Context: an optimization exercise on an open-source flow, tuned for small area, a short achievable clock period and few clock cycles per item. The choices shown serve that exercise and are no tape-out recipe.
RTL that was checked went through simulation tests only; none was proved equivalent to the original.
The RTL of run 3 was laid out without a check of its function.
No activity file was given, so power comes from the tool's default toggle rates.

**design.v**
```verilog
package wsm_pkg;
   localparam int CHAR_W = 8;
   localparam int CMD_W  = 2;
   localparam logic [CMD_W-1:0] CMD_CLEAR  = 2'd0;
   localparam logic [CMD_W-1:0] CMD_APPEND = 2'd1;
   localparam logic [CMD_W-1:0] CMD_TEXT   = 2'd2;
   localparam logic [CMD_W-1:0] CMD_FINISH = 2'd3;
   localparam logic [CHAR_W-1:0] WILD_ONE = 8'h3F;
   localparam logic [CHAR_W-1:0] WILD_RUN = 8'h2A;
   typedef struct packed {
      logic              valid;
      logic [CHAR_W-1:0] text;
      logic              left_new;
      logic              left_old;
   } wave_type;
endpackage
module wsm_cell (
   input  logic [wsm_pkg::CHAR_W-1:0] pat,
   input  logic [wsm_pkg::CHAR_W-1:0] text,
   output logic                       diag,
   output logic                       star
);
   assign diag = (pat == text) || (pat == wsm_pkg::WILD_ONE);
   assign star = (pat == wsm_pkg::WILD_RUN);
endmodule
module wildcard_string_matcher_core #(
   parameter int MAX_PATTERN = 64
) (
   input  logic        clock,
   input  logic        reset,
   input  logic        req_tvalid,
   output logic        req_tready,
   input  logic [7:0]  req_tdata,    
   input  logic [1:0]  req_tuser,    
   output logic        rsp_tvalid,
   input  logic        rsp_tready,
   output logic [7:0]  rsp_tdata     
);
   localparam int N     = MAX_PATTERN;   
   localparam int LEN_W = $clog2(N + 1);
   localparam int POS_W = $clog2(N);
   localparam int QD    = 4;              
   localparam int CNT_W = $clog2(QD + 1);
   localparam int KLVL  = 3;                           
   localparam int RUN_K = 1 << KLVL;                   
   localparam int SLOW_PASSES = (N + RUN_K - 3) / (RUN_K - 1);   
   localparam int SC_W  = $clog2(SLOW_PASSES + 1);
   localparam int RK_W  = $clog2(RUN_K + 1);
   localparam int W_SLOT = N - 1;         
   logic             rdy_ff;
   logic             accept;
   logic             acc_clr, acc_app, acc_txt, acc_fin;
   logic [LEN_W-1:0] len_ff;
   logic [POS_W-1:0] cut_ff;        
   logic             seen_ff;       
   logic             ovf_ff;
   logic             full;
   logic             do_app;
   logic             text_star;
   logic [RK_W-1:0]  srun_ff;       
   logic             long_ff;       
   logic [SC_W-1:0]  slow_ff;       
   logic             slow;
   logic             tstar_ff;      
   logic             go_slow;
   logic             in_step;       
   assign req_tready = rdy_ff;
   assign accept     = req_tvalid && rdy_ff;
   assign acc_clr    = accept && (req_tuser == wsm_pkg::CMD_CLEAR);
   assign acc_app    = accept && (req_tuser == wsm_pkg::CMD_APPEND);
   assign acc_txt    = accept && (req_tuser == wsm_pkg::CMD_TEXT);
   assign acc_fin    = accept && (req_tuser == wsm_pkg::CMD_FINISH);
   assign full       = (len_ff == LEN_W'(N));
   assign do_app     = acc_app && !seen_ff && !full;
   assign text_star  = (req_tdata == wsm_pkg::WILD_RUN);
   assign slow       = (slow_ff != '0);
   assign go_slow    = acc_txt && long_ff;
   assign in_step    = ((cut_ff - len_ff[POS_W-1:0]) == POS_W'(W_SLOT - 1)) ||
                       (len_ff == '0);
   logic [7:0] pat_ff [N];
   logic [N-1:0] diag_in, star;
   logic [N-1:0] diag_nx, hold_nx;
   logic [N-1:0] diag_ff, hold_ff;
   logic       txt_ff, fin_ff, first_ff, pass_ff, rtxt_ff;
   logic [N-1:0] m_ff;
   genvar j;
   generate
      for (j = 0; j < N; j++) begin : g_cell
         wsm_cell u_cell (
            .pat  (pat_ff[j]),
            .text (req_tdata),
            .diag (diag_in[j]),
            .star (star[j])
         );
         if (j == W_SLOT) begin : g_wr
            assign diag_nx[j] = acc_txt ? diag_in[j] : (do_app && text_star);
            assign hold_nx[j] = acc_txt ? (star[j] && !text_star) :
                                slow    ? (star[j] && !tstar_ff) : !do_app;
         end else begin : g_rd
            assign diag_nx[j] = acc_txt && diag_in[j];
            assign hold_nx[j] = acc_txt ? (star[j] && !text_star) :
                                slow    ? (star[j] && !tstar_ff) : 1'b1;
         end
      end
   endgenerate
   always_ff @(posedge clock) begin
      for (int k = 0; k < N; k++) begin
         if (k == W_SLOT) begin
            pat_ff[(k + 1) % N] <= do_app ? req_tdata : pat_ff[k];
         end else begin
            pat_ff[(k + 1) % N] <= pat_ff[k];
         end
         diag_ff[(k + 1) % N] <= diag_nx[k];
         hold_ff[(k + 1) % N] <= hold_nx[k];
      end
   end
   always_ff @(posedge clock) begin
      first_ff <= !seen_ff;
      if (acc_txt) begin
         tstar_ff <= text_star;
      end
      if (reset) begin
         txt_ff  <= 1'b0;
         rtxt_ff <= 1'b0;
         pass_ff <= 1'b0;
         fin_ff  <= 1'b0;
         slow_ff <= '0;
      end else begin
         txt_ff  <= acc_txt || slow;
         rtxt_ff <= (acc_txt && !long_ff) || (slow_ff == SC_W'(1));
         pass_ff <= slow;
         fin_ff  <= acc_fin;
         if (go_slow) begin
            slow_ff <= SC_W'(SLOW_PASSES);
         end else if (slow) begin
            slow_ff <= slow_ff - SC_W'(1);
         end
      end
   end
   always_ff @(posedge clock) begin
      if (reset || acc_clr) begin
         cut_ff  <= POS_W'(W_SLOT);
         len_ff  <= '0;
         seen_ff <= 1'b0;
         ovf_ff  <= 1'b0;
         srun_ff <= '0;
         long_ff <= 1'b0;
      end else begin
         if (len_ff == '0 && !do_app) begin
            cut_ff <= POS_W'(W_SLOT);
         end else begin
            cut_ff <= cut_ff + POS_W'(1);
         end
         if (acc_app) begin
            if (!seen_ff) begin
               if (full) begin
                  ovf_ff <= 1'b1;
               end else begin
                  len_ff <= len_ff + LEN_W'(1);
                  if (!text_star) begin
                     srun_ff <= '0;
                  end else if (srun_ff == RK_W'(RUN_K - 1)) begin
                     long_ff <= 1'b1;
                  end else begin
                     srun_ff <= srun_ff + RK_W'(1);
                  end
               end
            end
         end else if (acc_txt) begin
            seen_ff <= 1'b1;
         end
      end
   end
   logic [N-1:0] cut;
   logic [N-1:0] new_row;
   always_comb begin
      for (int k = 0; k < N; k++) begin
         cut[k] = (cut_ff == POS_W'(k));
      end
   end
   always_comb begin
      logic [N-1:0] gg, pp;
      logic [N-1:0] g2, p2;
      for (int k = 0; k < N; k++) begin
         gg[k] = (diag_ff[k] && (cut[k] ? first_ff : m_ff[(k + 1) % N])) ||
                 ((hold_ff[k] || pass_ff) && m_ff[k]);
         pp[k] = hold_ff[k] && txt_ff && !cut[k];
      end
      for (int l = 0; l < KLVL; l++) begin
         for (int k = 0; k < N; k++) begin
            g2[k] = gg[k] || (pp[k] && gg[(k + (1 << l)) % N]);
            p2[k] = pp[k] && pp[(k + (1 << l)) % N];
         end
         gg = g2;
         pp = p2;
      end
      new_row = gg;
   end
   always_ff @(posedge clock) begin
      for (int k = 0; k < N; k++) begin
         m_ff[(k + 1) % N] <= new_row[k];
      end
   end
   logic             rv_ff;
   logic [POS_W-1:0] rpos_ff;
   logic             rzero_ff;
   logic             rm0_ff;
   logic             rovf_ff;
   logic [N-1:0]     row_sel;
   logic             r_match;
   always_ff @(posedge clock) begin
      rpos_ff  <= cut_ff - len_ff[POS_W-1:0] + POS_W'(2);
      rzero_ff <= (len_ff == '0);
      rm0_ff   <= fin_ff && !seen_ff;
      rovf_ff  <= ovf_ff;
      if (reset) begin
         rv_ff <= 1'b0;
      end else begin
         rv_ff <= rtxt_ff || fin_ff;
      end
   end
   always_comb begin
      for (int k = 0; k < N; k++) begin
         row_sel[k] = (rpos_ff == POS_W'(k));
      end
   end
   assign r_match = rzero_ff ? rm0_ff : |(row_sel & m_ff);
   logic [QD-1:0] qv_ff;
   logic [1:0]    qd_ff [QD];
   logic [CNT_W-1:0] cnt_ff;
   logic          pop;
   assign pop = qv_ff[0] && rsp_tready;
   always_ff @(posedge clock) begin
      logic [QD:0] nv;
      logic [1:0]  nd [QD+1];
      for (int k = 0; k < QD; k++) begin
         nv[k] = qv_ff[k];
         nd[k] = qd_ff[k];
      end
      nv[QD] = 1'b0;
      nd[QD] = 2'b00;
      if (pop) begin
         for (int k = 0; k < QD; k++) begin
            nv[k] = nv[k+1];
            nd[k] = nd[k+1];
         end
      end
      for (int k = QD - 1; k >= 0; k--) begin
         if (rv_ff && !nv[k] && (k == 0 || nv[k-1])) begin
            nv[k] = 1'b1;
            nd[k] = {rovf_ff, r_match};
         end
      end
      for (int k = 0; k < QD; k++) begin
         qd_ff[k] <= nd[k];
      end
      if (reset) begin
         qv_ff <= '0;
      end else begin
         qv_ff <= nv[QD-1:0];
      end
   end
   always_ff @(posedge clock) begin
      logic [CNT_W-1:0] c;
      logic             seen_nx, full_nx, step_nx;
      c       = cnt_ff + CNT_W'(acc_txt || acc_fin) - CNT_W'(pop);
      seen_nx = !acc_clr && (seen_ff || acc_txt);
      full_nx = !acc_clr && (full || (do_app && len_ff == LEN_W'(N - 1)));
      step_nx = acc_clr || do_app || in_step;
      if (reset) begin
         cnt_ff <= '0;
         rdy_ff <= 1'b1;
      end else begin
         cnt_ff <= c;
         rdy_ff <= (c < CNT_W'(QD)) && !go_slow && !(slow_ff > SC_W'(1)) &&
                   (seen_nx || full_nx || step_nx);
      end
   end
   assign rsp_tvalid = qv_ff[0];
   assign rsp_tdata  = {6'b0, qd_ff[0]};
endmodule
```
**run.sh**
```bash
#!/bin/bash
# synth_recipe.tcl (not shown) runs the flow's synth.tcl, then flattens the netlist and writes it again
# the make line also repeats each setting of config.mk as NAME=value (left out here)
make -C /OpenROAD-flow-scripts/flow DESIGN_CONFIG=/design/flow/config.mk WORK_HOME=/design/flow/orfs CLKGATE_MAP_FILE= SYNTH_SCRIPT=/design/flow/synth_recipe.tcl finish
```
**config.mk**
```make
export PLATFORM = sky130hd
export DESIGN_NAME = wildcard_string_matcher_core
export DESIGN_NICKNAME = wildcard_string_matcher_core
export VERILOG_FILES = /design/flow/design.v
export SDC_FILE = /design/flow/constraint.sdc
export NUM_CORES = 4
export LEC_CHECK = 0
export CAP_MARGIN = 20
export CORE_MARGIN = 2
export CORE_UTILIZATION = 65
export SETUP_SLACK_MARGIN = 2.9
export SLEW_MARGIN = 20
```
**constraint.sdc**
```tcl
create_clock -name core_clock -period 5.0 [get_ports {clock}]
set_input_delay 1.0000 -clock core_clock [delete_from_list [all_inputs] [get_ports {clock}]]
set_output_delay 1.0000 -clock core_clock [all_outputs]
set_load 0.01 [all_outputs]
```
==> results.txt, run 1 <==
CTS Sinks: 760
post-synthesis cell count: 3150
Post-DP HPWL: 56.9 mm
asr flop ratio synth: 0
GR Overflow Total: 0
Bufs on Longest Clock Path: 3
final hold viol count: 0
vias in the first global route: 25600
relative slew slack: 0.253
CP Buf/Inv Count: 4
drt pass-1 iters: 9
mapped cell area: 0.0306 mm²
Core Rows: 79
Critical Path RT: 5.36 ns
Setup crit end: qd_ff[0][0]$_DFFE_PP_
syn avg cell area: 9.71 µm²
CP max FO: 6
endpoints failing setup: 0
R2R Setup Slk: 2.62 ns
fin crit share: 0.477
worst r2r src: rpos_ff[2]$_DFF_P_
Detailed Route WL: 103 mm
IO Port Bufs: 17
WHS: 0.360 ns
Worst path depth: 9
min-delay worst type: flop to flop
Worst-path clk slew: 0.06 ns
gr usage total: 0.392
RSZ-0062 raised after global routing: true
maximum resistive drop on vdd: 0.475 mV
Synth Register Bits: 760
crit-path leading delay family: compound AO/OA/AOI/OAI gates
crit path kind: flop to flop
CTS Buf Count: 76
crit start category: flop
Reg2Reg Depth: 9
crit path launch: rpos_ff[2]$_DFF_P_
area grow syn2layout: 24.2%
status: timing/DRC/antenna clean
drt via density: 6.70
nets@finish: 3311
Top Ports: 24
Critical R2R Capture: qd_ff[0][0]$_DFFE_PP_
Final Max Tran Viols: 0
wire per inst: 26.2 µm
prevailing post-synth register cell: dfxtp_1
most frequent cells in the layout: dfxtp_1, xor2_1, a21oi_1
core area: 0.0465 mm²
Critical Path Max Stage Delay: 0.37 ns
Crit path top cell by count: buf_12
Post-synth EDFFs: 9
clock latency on the worst-skew pair: 0.63 ns
Clock H-tree levels: 3
first-pass GRT wire length: 150 mm
CP Cell Sequence: buf_12, buf_8, buf_4, o2bb2ai_1, a222oi_1, a41oi_2, a211oi_4, buf_12, o21ai_2
FMAX: 0.420 GHz
Hold Crit Start: ovf_ff$_SDFFE_PP0P_
worst-margin pin slew: 1.12 ns
Die H: 221 µm
gpl congestion: 0.986
slowest cell on the critical path: dfxtp_4
sequential-to-total area share from yosys stat: 0.500
Setup TNS Final: 0 ns
Residual DRC: 0
TritonCTS clock tree: done
Horiz. Die Dim: 221 µm
Starting Density: 0.658
Power Density: 442 mW/mm²
Ys Warns: 9
die area: 0.0488 mm²
largest net degree at the start of global routing: 65
commonest non-fill, non-tap cell in the layout: dfxtp_1
crit end category: flop
initial DRC count: 2914
Final Skew: 0.0256 ns
post-route ant nets: 0
vias post-DR: 26400
clk root buf: clkbuf_16
crit path time final: 2.38 ns
post-synth cell types: 83
Max Cap Violations: 0
proportion of layout cells with a drive suffix above 1: 0.242
initial antenna violation count: 7
Leakage Power: 15.4 nW
arrival time at the worst endpoint: 2.75 ns
report_power, final:
| part | internal [mW] | total [mW] | leakage, nW | switching, mW |
|---|---|---|---|---|
| clock | 3.71 | 6.13 | 1.31 | 2.42 |
| sequential | 6.58 | 7.28 | 6.18 | 0.701 |
| combinational | 1.40 | 3.39 | 7.88 | 1.99 |
Yosys cell counts (all sizes together) (68+ instances only):
master,number,area share
clkbuf,75,0.0092
or3,74,0.015
nand2,122,0.015
nor2,114,0.014
nor3,72,0.012
xor2,521,0.15
buf,80,0.013
dfxtp,751,0.49
o21ai,266,0.044
nor4,133,0.027
nand3,173,0.028
or2,68,0.014
a21oi,231,0.038
worst reg2reg max path: cells and delay by family, from the launching register on:
| kind | cells | cell delay [ns] |
|---|---|---|
| compound gates | 5 | 1.16 |
| buf+inv | 4 | 0.60 |
| flops | 1 | 0.37 |
how the worst min path moves through the flow:
stage | depth (start not counted) | slack, ns | endpoint
6_report | 0 | 0.36 | rovf_ff$_DFF_P_
5_1_grt | 0 | 0.36 | rovf_ff$_DFF_P_
4_1_cts | 0 | 0.35 | rovf_ff$_DFF_P_
3_5_place_dp | 0 | 0.34 | rovf_ff$_DFF_P_
3_3_place_gp | 0 | 0.34 | rovf_ff$_DFF_P_
2_1_floorplan | 0 | 0.33 | rovf_ff$_DFF_P_
per-stage QoR:
stage	instance area, µm²	std cells	worst slack (ns)	power [mW]	util
after CTS	36500	3883	2.72	16.3	0.786
after floorplan	31400	3155	2.50	8.91	-
after global routing	38000	3941	2.63	17.2	0.818
after detailed placement	31700	3655	1.30	9.71	0.683
after global placement	31700	3655	1.40	9.63	0.683
final	38000	3942	2.62	16.8	0.818
layer usage:
metal | global-route usage | vias up | part of all wire
li1 | - | 11500 | -
met5 | 0 | - | 0.00037
met4 | 0.197 | 6 | 0.066
met3 | 0.0947 | 564 | 0.11
met1 | 0.506 | 12600 | 0.38
met2 | 0.615 | 1738 | 0.44
area by class of cell:
cell class                 instances  area, µm²
multi-input combinational       2198      16600
antenna                            1       2.50
clock buffer                      97       2100
sequential                       760      15400
inverter                          49        205
clock inverter                    37        589
timing repair buffer             193       2370
tap                              607        759
fill                            2787       8460
what timing repair did:
item	in CTS	in global routing
gates resized for setup	350	267
pin swaps	87	121
endpoints found under the setup margin	238	143
hold endpoints to repair	0	0
setup buffers	77	53
cloned	17	5
hold buffers	0	0
cells by family after synthesis:
| logic type | count (synthesis) | synth area share |
|---|---|---|
| and+or+nand+nor | 891 | 0.158 |
| buffers and inverters | 204 | 0.0283 |
| xor gates and xnor gates | 531 | 0.152 |
| muxes | 26 | 0.00945 |
| other | 1 | 0.000123 |
| adders and majority gates | 19 | 0.00826 |
| AOI/OAI and AO/OA | 718 | 0.143 |
| DFF | 760 | 0.500 |
flip-flops by register name, indices dropped and copies added (netlist names), 3 cells and up:
signal   flops
cnt_ff       3
cut_ff       6
diag_ff     64
hold_ff     64
len_ff       7
m_ff        64
pat_ff     512
qd_ff        8
qv_ff        4
rpos_ff      6
slow_ff      4
srun_ff      4
Testbench counts, summed over its fixed seeds: cycles 9,983, items 5,396.
==> run 2: changes to the inputs <==
--- a/config.mk
+++ b/config.mk
@@ -10,3 +10,3 @@
 export CORE_UTILIZATION = 65
-export SETUP_SLACK_MARGIN = 2.9
+export SETUP_SLACK_MARGIN = 2.5
 export SLEW_MARGIN = 20
==> results.txt, run 2 <==
status: timing/DRC/antenna clean
Die H: 221 µm (unchanged)
mapped cell area: 0.0306 mm² (unchanged)
dpl cells: 3654 (-0.027%)
post-synth cell types: 83 (unchanged)
area grow syn2layout: 10.9%
crit path kind: input pin to flop
first-pass GRT wire length: 132 mm (-12%)
clock latency on the worst-skew pair: 0.62 ns (about the same)
CTS Buf Count: 75 (-1.3%)
drt pass-1 iters: 8 (-1)
asr flop ratio synth: 0 (unchanged)
Synth Register Bits: 760 (unchanged)
Post-CTS Hold Buffers: 0 (unchanged)
CP max FO: 63 (+57)
Residual DRC: 0 (unchanged)
post-route ant nets: 0 (unchanged)
Comb pwr share: 0.154 (-0.048)
largest net degree at the start of global routing: 93 (+43%)
core area: 0.0465 mm² (unchanged)
Net Sw Power: 4.37 mW (-15%)
GR Overflow Total: 0 (unchanged)
sequential share of power: 0.483 (+0.050)
# diodes: 0 (-1)
# fillers: 3369 (+21%)
commonest non-fill, non-tap cell in the layout: dfxtp_1
nets@finish: 3167 (-4.3%)
initial DRC count: 2287 (-22%)
gpl congestion: 0.957 (-2.9%)
Final Max Tran Viols: 0 (unchanged)
crit path time final: 2.48 ns (+0.0942 ns)
Post-synth EDFFs: 9 (unchanged)
vias post-DR: 24100 (-8.7%)
Int Pwr: 10.5 mW (-10%)
crit end category: flop
Ys Warns: 9 (unchanged)
Max Cap Violations: 0 (unchanged)
Critical Path RT: 5.50 ns (+0.14 ns)
Top Ports: 24 (unchanged)
top cell type's share of synthesized area: 0.491 (unchanged)
clk root buf: clkbuf_16
post-synthesis cell count: 3150 (unchanged)
Setup TNS Final: 0 ns (unchanged)
Post-DP HPWL: 54.1 mm (-5.0%)
min-delay worst type: flop to flop
FMAX: 0.404 GHz (-3.8%)
Leakage Power: 13.7 nW (-11%)
Reg with most FFs: pat_ff
syn avg cell area: 9.71 µm² (unchanged)
Critical Path Max Stage Delay: 0.51 ns (+0.14 ns)
Yosys top cell by area: dfxtp_1
die area: 0.0488 mm² (unchanged)
TritonCTS clock tree: done
crit start category: input pin
endpoints failing setup: 0 (unchanged)
initial antenna violation count: 0 (-7)
sequential-to-total area share from yosys stat: 0.500 (unchanged)
final hold viol count: 0 (unchanged)
prevailing post-synth register cell: dfxtp_1
top post-synthesis cells by area: dfxtp_1, xor2_1, a21oi_1
slowest cell on the critical path: clkdlybuf4s50_1
Clock H-tree levels: 3 (unchanged)
Worst-path clk slew: 0.06 ns (about the same)
cell with the most instances after synthesis: dfxtp_1
most frequent cells in the layout: dfxtp_1, xor2_1, a21oi_1
Final Skew: 0.0145 ns (-0.0112 ns)
Synth top cells by count: dfxtp_1, xor2_1, a21oi_1, o21ai_0, nand3_1
Detailed Route WL: 83.5 mm (-19%)
Core Rows: 79 (unchanged)
relative slew slack: 0.303 (+0.0499)
proportion of layout cells with a drive suffix above 1: 0.104 (-0.138)
CTS Sinks: 760 (unchanged)
gr usage total: 0.334 (-0.0578)
IO Port Bufs: 17 (unchanged)
Final Non-Filler Cells: 3787 (-3.9%)
Horiz. Die Dim: 221 µm (unchanged)
wire per inst: 22.0 µm (-16%)
Total Power: 14.8 mW (-12%)
drt via density: 6.37 (-5.0%)
clock share of power: 0.363 (-0.002)
Starting Density: 0.658 (unchanged)
maximum resistive drop on vdd: 0.501 mV (+5.3%)
CP Cell Sequence: clkdlybuf4s50_1, nand3_1, or2_2, nand2_1, o21ai_4, buf_12, o41ai_1
Power Density: 437 mW/mm² (-1.1%)
Bufs on Longest Clock Path: 3 (unchanged)
Switching Share: 0.295 (-0.00990)
RSZ-0062 raised after global routing: true
fin crit share: 0.496 (+0.0188)
worst-margin pin slew: 1.05 ns (-0.0749 ns)
max reg flops: 512 (unchanged)
vias in the first global route: 23900 (-6.6%)
arrival time at the worst endpoint: 2.98 ns (+0.23 ns)
-- run 2: cells by family (layout without fill, tap and decap cells) --
group	after synthesis	count (layout)	synth area share
AND/OR/NAND/NOR	891	891	0.158
flip-flops	760	760	0.500
AO/OA/AOI/OAI	718	718	0.143
XOR/XNOR	531	531	0.152
buffers and inverters	204	229	0.0283
multiplexers	26	26	0.00945
adder cells (fa/ha/maj)	19	19	0.00826
other	1	6	0.000123
-- run 2: metrics by stage --
step | area (µm²) | utilization | setup slack, ns | hold WS, ns
after floorplan | 30700 | - | 2.50 | 0.332
after global placement | 31200 | 0.671 | 1.63 | 0.338
after detailed placement | 31200 | 0.671 | 1.58 | 0.357
after CTS | 33700 | 0.726 | 2.51 | 0.365
after global routing | 33900 | 0.730 | 2.48 | 0.374
final | 33900 | 0.730 | 2.52 | 0.367
-- run 2: worst max-delay path, delay by kind of cell --
family / cells / cell delay [ns]
buffers and inverters: 2 / 0.73
AOI/OAI and AO/OA: 2 / 0.49
and+or+nand+nor: 3 / 0.68
-- run 2: final timing paths --
check | from | end | slack [ns] | depth (start not counted)
hold reg to reg | ovf_ff$_SDFFE_PP0P_ | rovf_ff$_DFF_P_ | 0.37 | 0
setup / recovery | req_tvalid | hold_ff[24]$_DFF_P_ | 2.52 | 7
hold / removal | ovf_ff$_SDFFE_PP0P_ | rovf_ff$_DFF_P_ | 0.37 | 0
setup reg to reg | cut_ff[3]$_SDFF_PP1_ | m_ff[33]$_DFF_P_ | 2.58 | 6
-- run 2: repair_timing --
action | CTS | global route
setup buffers | 5 | 4
pin swaps | 2 | 3
gates resized for setup | 46 | 48
setup endpoints to repair | 137 | 87
gates cloned | 0 | 1
-- run 2: power by group through the flow --
stage / registers [mW] / logic [mW] / clock network [mW]
floorplan: 6.98 / 1.61 / 0
global placement: 7.25 / 2.06 / 0
detailed placement: 7.24 / 2.12 / 0
CTS: 7.13 / 2.18 / 5.43
global route: 7.20 / 2.46 / 5.66
finish: 7.16 / 2.29 / 5.39
-- run 2: routing by layer --
layer | GRT usage | vias to the layer above | share of wire | routed length (µm)
met1 | 0.439 | 11800 | 0.42 | 35400
met5 | 0 | - | 0 | 0
li1 | - | 11200 | - | -
met2 | 0.549 | 984 | 0.47 | 39000
met4 | 0.134 | 0 | 0.034 | 2830
met3 | 0.0563 | 201 | 0.076 | 6310
-- run 2: cell type report --
type | count | area, µm² | area share
multi-input cells | 2191 | 14700 | 0.434
clock inverters | 16 | 186 | 0.00550
clock buffers | 107 | 2130 | 0.0628
well taps | 607 | 759 | 0.0224
repair buffers | 57 | 591 | 0.0174
flip-flops and latches | 760 | 15300 | 0.452
inverters | 49 | 186 | 0.00550
==> run 3: changes to the inputs <==
--- a/design.v
+++ b/design.v
@@ -41,3 +41,5 @@
    localparam int POS_W = $clog2(N);
-   localparam int QD    = 4;              
+   localparam int QD    = 5;              
+   localparam int GRP   = 8;              
+   localparam int NG    = N / GRP;
    localparam int CNT_W = $clog2(QD + 1);
@@ -203,8 +205,9 @@
    end
-   logic             rv_ff;
+   logic             rv_ff, sv_ff;
    logic [POS_W-1:0] rpos_ff;
-   logic             rzero_ff;
-   logic             rm0_ff;
-   logic             rovf_ff;
-   logic [N-1:0]     row_sel;
+   logic             rzero_ff, szero_ff;
+   logic             rm0_ff, sm0_ff;
+   logic             rovf_ff, sovf_ff;
+   logic [$clog2(NG)-1:0] shi_ff;
+   logic [NG-1:0]    sgrp_ff;
    logic             r_match;
@@ -215,14 +218,18 @@
       rovf_ff  <= ovf_ff;
+      for (int g = 0; g < NG; g++) begin
+         sgrp_ff[g] <= m_ff[g * GRP + int'(rpos_ff[$clog2(GRP)-1:0])];
+      end
+      shi_ff   <= rpos_ff[POS_W-1:$clog2(GRP)];
+      szero_ff <= rzero_ff;
+      sm0_ff   <= rm0_ff;
+      sovf_ff  <= rovf_ff;
       if (reset) begin
          rv_ff <= 1'b0;
+         sv_ff <= 1'b0;
       end else begin
          rv_ff <= rtxt_ff || fin_ff;
-      end
-   end
-   always_comb begin
-      for (int k = 0; k < N; k++) begin
-         row_sel[k] = (rpos_ff == POS_W'(k));
-      end
-   end
-   assign r_match = rzero_ff ? rm0_ff : |(row_sel & m_ff);
+         sv_ff <= rv_ff;
+      end
+   end
+   assign r_match = szero_ff ? sm0_ff : sgrp_ff[shi_ff];
    logic [QD-1:0] qv_ff;
@@ -248,5 +255,5 @@
       for (int k = QD - 1; k >= 0; k--) begin
-         if (rv_ff && !nv[k] && (k == 0 || nv[k-1])) begin
+         if (sv_ff && !nv[k] && (k == 0 || nv[k-1])) begin
             nv[k] = 1'b1;
-            nd[k] = {rovf_ff, r_match};
+            nd[k] = {sovf_ff, r_match};
          end
--- a/config.mk
+++ b/config.mk
@@ -10,2 +10,5 @@
 export CORE_UTILIZATION = 65
+export CTS_BUF_LIST = sky130_fd_sc_hd__clkbuf_4 sky130_fd_sc_hd__clkbuf_8
+export CTS_CLUSTER_DIAMETER = 60
+export CTS_CLUSTER_SIZE = 20
 export SETUP_SLACK_MARGIN = 2.5
==> results.txt, run 3 <==
max reg flops: 512 (unchanged)
CP Cell Sequence: buf_6, or4b_4, o21ai_2, o21ai_1, a41o_1, o21bai_4, a221o_1
final hold viol count: 0 (unchanged)
Post-Route Utilization: 0.702 (-0.0281)
clk root buf: clkbuf_8
Setup TNS Final: 0 ns (unchanged)
crit path time final: 2.45 ns (-0.0318 ns)
Final Max Tran Viols: 0 (unchanged)
Reg with most FFs: pat_ff
clock latency on the worst-skew pair: 0.71 ns (+0.09 ns)
Residual DRC: 0 (unchanged)
Power Density: 403 mW/mm² (-7.9%)
maximum resistive drop on vdd: 0.292 mV (-42%)
crit path kind: flop to flop
WL met1: 35.0 mm (-1.2%)
Top Ports: 24 (unchanged)
first-pass GRT wire length: 127 mm (-3.4%)
top cell type's share of synthesized area: 0.500 (+0.00814)
sequential-to-total area share from yosys stat: 0.510 (+0.0101)
GR Overflow Total: 0 (unchanged)
asr flop ratio synth: 0 (unchanged)
Synth top cells by count: dfxtp_1, xor2_1, o21ai_0, a21oi_1, nand3_1
Critical Path RT: 5.59 ns (+0.09 ns)
Final Skew: 0.0332 ns (+0.0187 ns)
Post-DP Area: 0.0312 mm² (+0.21%)
crit start category: flop
status: timing/DRC/antenna clean
Post-CTS Hold Buffers: 0 (unchanged)
arrival time at the worst endpoint: 3.03 ns (+0.05 ns)
Post-synth EDFFs: 11 (+2)
top post-synthesis cells by area: dfxtp_1, xor2_1, o21ai_0
proportion of layout cells with a drive suffix above 1: 0.101 (-0.00273)
vias post-DR: 23500 (-2.6%)
initial antenna violation count: 2 (+2)
FMAX: 0.409 GHz (+1.3%)
Yosys top cell by area: dfxtp_1
CP max FO: 12 (-81%)
gpl congestion: 0.967 (+1.1%)
Reg2Reg Depth: 7 (+1)
most frequent cells in the layout: dfxtp_1, xor2_1, o21ai_0
Ys Warns: 9 (unchanged)
worst-margin pin slew: 1.16 ns (+0.114 ns)
max layer used: met4
pre-CTS setup slack: 1.56 ns (-0.0164 ns)
TritonCTS clock tree: done
IO Port Bufs: 17 (unchanged)
nets@finish: 3067 (-3.2%)
vias in the first global route: 23000 (-4.0%)
syn avg cell area: 10.0 µm² (+3.2%)
final worst slack: 2.55 ns (+0.0318 ns)
drt via density: 6.41 (+0.63%)
Critical Path Max Stage Delay: 0.56 ns (+0.05 ns)
Clock H-tree levels: 2 (-1)
CTS Buf Count: 50 (-33%)
largest net degree at the start of global routing: 67 (-28%)
wire per inst: 22.0 µm (-0.11%)
die area: 0.0490 mm² (+0.46%)
area grow syn2layout: 6.56%
core area: 0.0467 mm² (+0.43%)
post-synthesis cell count: 3067 (-2.6%)
relative slew slack: 0.225 (-0.0773)
gr usage total: 0.323 (-0.0116)
Leakage Power: 13.1 nW (-3.8%)
endpoints failing setup: 0 (unchanged)
WHS: 0.336 ns (-0.0309 ns)
post-synth cell types: 71 (-14%)
drt pass-1 iters: 17 (+9)
mapped cell area: 0.0307 mm² (+0.47%)
Post-DP HPWL: 53.5 mm (-1.1%)
RSZ-0062 raised after global routing: true
hold path cells: 0 (unchanged)
Detailed Route WL: 80.7 mm (-3.3%)
Starting Density: 0.659 (about the same)
initial DRC count: 2451 (+7.2%)
cell with the most instances after synthesis: dfxtp_1
Bufs on Longest Clock Path: 3 (unchanged)
CTS Sinks: 778 (+2.4%)
met2 WL: 36.3 mm (-6.8%)
Synth Register Bits: 778 (+2.4%)
Horiz. Die Dim: 221 µm (+0.23%)
post-route ant nets: 0 (unchanged)
Core Rows: 79 (unchanged)
Worst-path clk slew: 0.11 ns (+0.05 ns)
fin crit share: 0.489 (-0.00636)
Max Cap Violations: 0 (unchanged)
Die H: 221 µm (+0.23%)
commonest non-fill, non-tap cell in the layout: dfxtp_1
Final Cell Area: 0.0328 mm² (-3.4%)
routed wl met3: 6.58 mm (+4.3%)
min-delay worst type: flop to flop
slowest cell on the critical path: or4b_4
prevailing post-synth register cell: dfxtp_1
crit end category: flop
==> run 3: cell count changes after synthesis, sizes merged, moves of 16 or more <==
cell	before	now
a31o	42	0
a41o	7	30
o2111ai	0	30
mux4	1	18
a21oi	231	201
buf	80	56
dfxtp	751	767
clkbuf	75	96
o21ai	266	226
==> run 3: power breakdown <==
group	switching [mW]	leakage, nW	internal [mW]
Clock	1.99	0.491	1.16
Combinational	1.59	6.31	0.980
Sequential	0.682	6.33	6.79
==> run 3: final cells by class <==
type                       count  area [µm²]
antenna                        1        2.50
clock buffer                  57         766
clock inverter                18         205
fill                        3602       13900
inverter                      41         154
multi-input combinational   2102       14500
sequential                   778       15700
tap                          607         759
timing repair buffer          62         622
==> run 3: cells by family after synthesis <==
group,after synthesis,synth area share
other,1,0.000122
DFF,778,0.510
buffers and inverters,193,0.0266
and+or+nand+nor,836,0.145
AOI/OAI and AO/OA,676,0.139
adders and majority gates,18,0.00782
xor gates and xnor gates,529,0.151
muxes,36,0.0197
==> run 3: path summary, 6_finish.rpt <==
path / end / slack (ns) / startpoint
worst min register to register: sm0_ff$_DFF_P_ / 0.34 / rm0_ff$_DFF_P_
worst min-delay path: sm0_ff$_DFF_P_ / 0.34 / rm0_ff$_DFF_P_
worst max register to register: m_ff[41]$_DFF_P_ / 2.55 / cut_ff[5]$_SDFF_PP1_
worst max-delay path: m_ff[41]$_DFF_P_ / 2.55 / cut_ff[5]$_SDFF_PP1_
==> run 3: per-layer routing <==
layer	vias up	track usage
met5	-	0
met4	0	0.117
met3	250	0.0643
met2	1011	0.514
met1	11400	0.438
li1	10900	-
==> run 3: repair_timing <==
action | CTS | global route
endpoints found under the setup margin | 136 | 135
buffers inserted | 5 | 14
pin swaps | 0 | 3
cloned | 1 | 0
gates resized for setup | 53 | 43
==> run 3: metrics by stage <==
stage	cells	total power, mW
6_report	3666	13.2
5_1_grt	3665	13.7
4_1_cts	3651	13.1
3_5_place_dp	3570	9.96
3_3_place_gp	3570	9.91
2_1_floorplan	3072	9.06
==> run 3: worst max-delay path: cells and delay by family (launching register included) <==
| kind | cells | cell delay (ns) |
|---|---|---|
| flops | 1 | 0.48 |
| simple gates | 1 | 0.56 |
| buf+inv | 1 | 0.22 |
| compound gates | 5 | 1.07 |

==> re-timing with driven ports <==
In the flow no input, the clock included, has a driving cell. The finished layouts below were timed again as built, in two steps. Step 1 assumes that a clkbuf_16 drives the clock port and a buf_2 every other input. Step 2 adds t to the input delays and takes it off the output delays; t is the mean of the earliest and latest rising clock arrival at the registers after step 1. Input paths then give back, and output paths get back, about the clock's delay inside the block. Slacks: no drivers / after step 1 / after step 2; pairs: no drivers / after step 1.
run | shift t [ns] | slack for setup (ns) | hold slack, ns
run 1 | 0.673 | 2.616 / 2.616 / 2.233 | 0.360 / 0.360 / 0.360
run 2 | 0.681 | 2.522 / 2.564 / 1.883 | 0.367 / 0.367 / 0.367
run 3 | 0.750 | 2.554 / 2.554 / 1.838 | 0.336 / 0.336 / 0.336
After both steps setup and hold are still met in every run listed. The setup slack of run 3, which loses most, moves by 0.000 ns with the drivers and by -0.716 ns with both steps.
